Context: an optimization exercise on an open-source flow, tuned for small area, a short achievable clock period and few clock cycles per item. The choices shown serve that exercise and are no tape-out recipe.
In this exercise RTL edits were held to simulation tests only and were not proved equivalent to the original.
The flow treats the clock pin as an ideal source, which a real chip does not have.

== run A ==
Design aes_round_engine, start of the top module:
module aes_round_engine (
  input  logic         clk,
  input  logic         reset,
  input  logic         in_valid,
  output logic         in_ready,
  input  logic [127:0] in_data,
  output logic [3:0]   key_rnd,
  input  logic [127:0] key_in,
  output logic         out_valid,
  output logic [127:0] out_data,
  input  logic         out_ready,
  output logic         busy
);
  logic [127:0] a_q, b_q;
  logic         av_q, ad_q;   
  logic [3:0]   ar_q;         
  logic         bv_q;         
  logic [3:0]   br_q;         
  logic         blast_q;      
  logic [127:0] sb, so, sr, mc, nxt;
  logic         stall, accept;
  for (genvar i = 0; i < 16; i++) begin : g_sb
    aes_sbox u_sb (.a(a_q[127 - 8 * i -: 8]), .w(sb[127 - 8 * i -: 8]));
    aes_sbox_out u_so (.w(b_q[127 - 8 * i -: 8]), .s(so[127 - 8 * i -: 8]));
  end
  for (genvar c = 0; c < 4; c++) begin : g_col
    for (genvar r = 0; r < 4; r++) begin : g_row
      assign sr[127 - 32 * c - 8 * r -: 8] = so[127 - 32 * ((c + r) % 4) - 8 * r -: 8];
    end
    aes_col_round u_mc (
      .a_i   (sr[127 - 32 * c -: 32]),
      .mc_i  (!blast_q),
      .col_o (mc[127 - 32 * c -: 32])
    );
  end
  assign stall    = ad_q && !out_ready;
  assign in_ready = !bv_q && !stall;
  assign accept   = in_valid && in_ready;
  assign nxt = (stall ? 128'd0 : key_in) ^ (stall ? a_q : bv_q ? mc : in_data);
  always_ff @(posedge clk) begin
    a_q <= nxt;
  end
  always_ff @(posedge clk) begin
    if (!stall) b_q <= sb;
  end
  always_ff @(posedge clk or negedge reset) begin
    if (!reset) begin
      av_q    <= 1'b0;
      ad_q    <= 1'b0;
      ar_q    <= 4'd0;
      bv_q    <= 1'b0;
      br_q    <= 4'd0;
      blast_q <= 1'b0;
    end else if (!stall) begin
      bv_q    <= av_q && !ad_q;
      br_q    <= ar_q;
      blast_q <= (ar_q == 4'd10);
      av_q    <= bv_q || accept;
      ad_q    <= bv_q && blast_q;
      ar_q    <= bv_q ? br_q + 4'd1 : 4'd1;
    end
  end
  assign busy      = av_q || bv_q;
  assign out_valid = ad_q;
  assign out_data  = a_q;
  assign key_rnd   = bv_q ? br_q : 4'd0;
endmodule
For scale: about 3700 cells after synthesis, about 400 I/O pins, about 0.030 mm2 of cells after synthesis.
clock: 7.5 ns
lec_check: 0
cap_margin: 20
core_margin: 2
core_utilization: 50
cts_buf_list: sky130_fd_sc_hd__clkbuf_4 sky130_fd_sc_hd__clkbuf_8
cts_cluster_diameter: 100
cts_cluster_size: 18
gpl_routability_driven: 1
place_density: 0.62
slew_margin: 20
standard.sh (not shown) runs the stock make flow with config.mk's settings and CLKGATE_MAP_FILE= SYNTH_SCRIPT=/design/flow/synth_recipe.tcl, a recipe that flattens the netlist after the stock synthesis.
==> flow/flow/run.sh <==
#!/bin/bash
# The standard layout (standard.sh) with three changes:
#  - Yosys's technology mapping runs ABC with flow/abc_xor.script (keeps the
#    XOR-rich S-box and MixColumns logic as XOR/XNOR cells) instead of ORFS's
#    abc_speed.script; everything else, registers included, is the standard
#    synthesis (synth_recipe.tcl);
#  - port buffers are sky130_fd_sc_hd__buf_1 rather than the
#    clkdlybuf4s50_1 that buffer_ports picks by default;
#  - after CTS, flow/skew.tcl delays the clock of the b_q registers (useful
#    skew between the two pipeline stages; b_q has no input or output paths)
#    and repairs the out_ready -> in_ready path (see skew.tcl).
# Each tool's output is in orfs/logs/ as usual; make's output is in
# flow_make.log.
set -euo pipefail
HERE=$(pwd)
cat > my_synth.tcl <<TCL
proc abc {args} {
  set i [lsearch -exact \$args -script]
  if {\$i >= 0} { set args [lreplace \$args \$i [expr {\$i + 1}] -script $HERE/flow/abc_xor.script] }
  yosys abc {*}\$args
}
source $HERE/synth_recipe.tcl
TCL
bash standard.sh SYNTH_SCRIPT=$HERE/my_synth.tcl \
  "BUFFER_PORTS_ARGS=-buffer_cell sky130_fd_sc_hd__buf_1" \
  "POST_CTS_TCL=$HERE/flow/skew.tcl" \
  "SKEW_CELLS=sky130_fd_sc_hd__clkdlybuf4s15_1 sky130_fd_sc_hd__clkbuf_8" \
  FEEDTHROUGH_MAX_DELAY=3.0 SKEW_REPAIR_MARGIN=4.3 \
  finish > flow_make.log 2>&1
==> flow/flow/skew.tcl <==
# Useful skew for the two-stage ring: after CTS, the clock of every b_q
# flip-flop (end of the long stage a_q -> b_q, start of the short stage
# b_q -> a_q) is taken from its leaf clock net through a chain of
# SKEW_CELLS, one chain per leaf net. No register on an input or output path
# is moved: b_q only feeds a_q.
set block [ord::get_db_block]
set db [ord::get_db]
set cells $::env(SKEW_CELLS)
set groups [dict create]
foreach inst [$block getInsts] {
  if {[string match {b_q\\\[*}  [$inst getName]]} {
    set it [$inst findITerm CLK]
    dict lappend groups [[$it getNet] getName] $it
  }
}
set k 0
dict for {netname its} $groups {
  set net [$block findNet $netname]
  set sx 0; set sy 0
  foreach it $its {
    set bb [[$it getInst] getBBox]
    incr sx [expr {([$bb xMin] + [$bb xMax]) / 2}]
    incr sy [expr {([$bb yMin] + [$bb yMax]) / 2}]
  }
  set cx [expr {$sx / [llength $its]}]
  set cy [expr {$sy / [llength $its]}]
  set drv $net
  set j 0
  foreach c $cells {
    set master [$db findMaster $c]
    set buf [odb::dbInst_create $block $master "skew_buf_${k}_$j"]
    set nn [odb::dbNet_create $block "skew_net_${k}_$j"]
    $nn setSigType CLOCK
    [$buf findITerm A] connect $drv
    [$buf findITerm X] connect $nn
    $buf setLocation $cx $cy
    $buf setPlacementStatus PLACED
    set drv $nn
    incr j
  }
  foreach it $its {
    $it disconnect
    $it connect $drv
  }
  incr k
}
puts "skew: [dict size $groups] b_q clock groups, chain $cells"
detailed_placement
estimate_parasitics -placement

if {[info exists ::env(FEEDTHROUGH_MAX_DELAY)]} {
  set_max_delay $::env(FEEDTHROUGH_MAX_DELAY) -from [get_ports out_ready] -to [get_ports in_ready]
  report_checks -to [get_ports in_ready] -format end
  repair_timing -setup -setup_margin 0 -skip_last_gasp -verbose
  report_checks -to [get_ports in_ready] -format end
  unset_path_exceptions -from [get_ports out_ready] -to [get_ports in_ready]
  detailed_placement
  estimate_parasitics -placement
}
# Optional timing repair with the skew in place (placement parasitics).
if {[info exists ::env(SKEW_REPAIR_MARGIN)]} {
  repair_timing -setup -setup_margin $::env(SKEW_REPAIR_MARGIN) -skip_last_gasp -verbose
  detailed_placement
  estimate_parasitics -placement
}
check_placement -verbose
report_checks -path_delay max -group_path_count 5 -format end
report_checks -path_delay min -group_path_count 5 -format end
Other scripts of this flow, unchanged in this note and not shown: flow/flow/abc_xor.script
Run A reached the end of the flow, and the finished layout is clean on the timing, design-rule and antenna checks.
Testbench counts of run A, summed over its fixed seeds: cycles 5,664, items 512.
[inputs] run B vs run A
# run A
export LEC_CHECK = 0
export CAP_MARGIN = 20
export CORE_MARGIN = 2
export CORE_UTILIZATION = 50
export CTS_BUF_LIST = sky130_fd_sc_hd__clkbuf_4 sky130_fd_sc_hd__clkbuf_8
export CTS_CLUSTER_DIAMETER = 100
export CTS_CLUSTER_SIZE = 18
export GPL_ROUTABILITY_DRIVEN = 1
export PLACE_DENSITY = 0.62
export SLEW_MARGIN = 20
create_clock -name core_clock -period 7.5 [get_ports {clk}]
# run B
export LEC_CHECK = 0
export CAP_MARGIN = 20
export CORE_MARGIN = 2
export CORE_UTILIZATION = 50
export CTS_BUF_LIST = sky130_fd_sc_hd__clkbuf_4 sky130_fd_sc_hd__clkbuf_8
export GPL_ROUTABILITY_DRIVEN = 1
export PLACE_DENSITY = 0.62
export SLEW_MARGIN = 20
create_clock -name core_clock -period 7.5 [get_ports {clk}]
--- a/flow/flow/run.sh
+++ b/flow/flow/run.sh
@@ -25,5 +25,5 @@
   "BUFFER_PORTS_ARGS=-buffer_cell sky130_fd_sc_hd__buf_1" \
   "POST_CTS_TCL=$HERE/flow/skew.tcl" \
-  "SKEW_CELLS=sky130_fd_sc_hd__clkdlybuf4s15_1 sky130_fd_sc_hd__clkbuf_8" \
-  FEEDTHROUGH_MAX_DELAY=3.0 SKEW_REPAIR_MARGIN=4.3 \
+  "SKEW_CELLS=sky130_fd_sc_hd__clkdlybuf4s15_1 sky130_fd_sc_hd__clkbuf_4" \
+  FEEDTHROUGH_MAX_DELAY=3.2 SKEW_REPAIR_MARGIN=3.9 \
   finish > flow_make.log 2>&1
Notes after the runs:
Looking at hold-critical path depth across run A and run B, the one that comes out lower is run B.
Re flip-flop and latch count after synthesis: no difference whatsoever between run B and run A.
Taking run A as the reference, in run B worst setup slack after layout down 0.21 ns; via count down 150.
--- input diff run B..run C ---
# run B
export LEC_CHECK = 0
export CAP_MARGIN = 20
export CORE_MARGIN = 2
export CORE_UTILIZATION = 50
export CTS_BUF_LIST = sky130_fd_sc_hd__clkbuf_4 sky130_fd_sc_hd__clkbuf_8
export GPL_ROUTABILITY_DRIVEN = 1
export PLACE_DENSITY = 0.62
export SLEW_MARGIN = 20
create_clock -name core_clock -period 7.5 [get_ports {clk}]
# run C
export LEC_CHECK = 0
export CAP_MARGIN = 20
export CORE_MARGIN = 2
export CORE_UTILIZATION = 30
export CTS_BUF_LIST = sky130_fd_sc_hd__clkbuf_4 sky130_fd_sc_hd__clkbuf_8
export GPL_ROUTABILITY_DRIVEN = 1
export PLACE_DENSITY = 0.42
export SLEW_MARGIN = 20
create_clock -name core_clock -period 7.5 [get_ports {clk}]
### Flow results
Run C: all stages complete, timing, DRC and antenna checks passed. Diff run B -> run C: critical-path maximum fanout lost 1; length of routed met3 wiring shows a reduction of 300 um; length of routed met2 wiring went up by about 18%. Routed wire in run C totals more than in run B. On mux share of post-synthesis cell area, run B tracks run C almost exactly.
Edits applied to the flow inputs when going from run C to run D:
# run C
export LEC_CHECK = 0
export CAP_MARGIN = 20
export CORE_MARGIN = 2
export CORE_UTILIZATION = 30
export CTS_BUF_LIST = sky130_fd_sc_hd__clkbuf_4 sky130_fd_sc_hd__clkbuf_8
export GPL_ROUTABILITY_DRIVEN = 1
export PLACE_DENSITY = 0.42
export SLEW_MARGIN = 20
create_clock -name core_clock -period 7.5 [get_ports {clk}]
# run D
export LEC_CHECK = 0
export CAP_MARGIN = 20
export CORE_MARGIN = 2
export CORE_UTILIZATION = 44
export CTS_BUF_LIST = sky130_fd_sc_hd__clkbuf_4 sky130_fd_sc_hd__clkbuf_8
export CTS_CLUSTER_DIAMETER = 100
export CTS_CLUSTER_SIZE = 18
export GPL_ROUTABILITY_DRIVEN = 1
export PLACE_DENSITY = 0.55
export SLEW_MARGIN = 20
create_clock -name core_clock -period 7.5 [get_ports {clk}]
--- a/flow/flow/run.sh
+++ b/flow/flow/run.sh
@@ -25,5 +25,5 @@
   "BUFFER_PORTS_ARGS=-buffer_cell sky130_fd_sc_hd__buf_1" \
   "POST_CTS_TCL=$HERE/flow/skew.tcl" \
-  "SKEW_CELLS=sky130_fd_sc_hd__clkdlybuf4s15_1 sky130_fd_sc_hd__clkbuf_4" \
-  FEEDTHROUGH_MAX_DELAY=3.2 SKEW_REPAIR_MARGIN=3.9 \
+  "SKEW_CELLS=sky130_fd_sc_hd__clkdlybuf4s15_1 sky130_fd_sc_hd__clkbuf_8" \
+  FEEDTHROUGH_MAX_DELAY=3.2 SKEW_REPAIR_MARGIN=4.1 \
   finish > flow_make.log 2>&1
[summary]
- On area added between synthesis and finish: run D sits below run C.
- Summary of run D over run C: maximum number of pins on one net before global-route repair down 20; depth of the worst hold-timing path up 1; final worst-path cycle share down 2.1 points; count of nets after finishing down 1.5%; final area down 880 um2.

-- port drivers added, routing unchanged --
No port has a modelled driver above. Below, the same layouts with a new extraction and two added sets of constraints.
Step 1: set_driving_cell puts a clkbuf_16 on clk and a buf_2 on each other input, an assumption about the parent block.
Step 2, shift: input delay + t, output delay - t, t = (earliest + latest rising clock arrival at the registers) / 2. This alone moves slack from input paths to output paths.
Three values: ideal, step 1, step 2; two values: the first two.
run | t (ns) | slack for setup (ns) | hold slack, ns | worst setup path at the end | latest minus earliest clock arrival (ns)
run A | 0.835 | 4.022 / 3.990 / 3.512 | 0.394 / 0.394 / 0.394 | input to register | 0.409 / 0.410
run B | 0.873 | 3.812 / 3.812 / 3.594 | 0.469 / 0.469 / 0.469 | input to register | 0.367 / 0.366
run C | 0.935 | 3.846 / 3.846 / 3.507 | 0.498 / 0.498 / 0.498 | input to register | 0.370 / 0.371
run D | 0.848 | 4.003 / 3.970 / 3.604 | 0.421 / 0.421 / 0.421 | input to register | 0.425 / 0.425
Clock arrivals are far apart in every run listed, so t is only a midpoint there and step 2 fits no single register. For run A, which loses most, drivers alone change the setup slack by -0.032 ns; drivers and shift together by -0.510 ns.
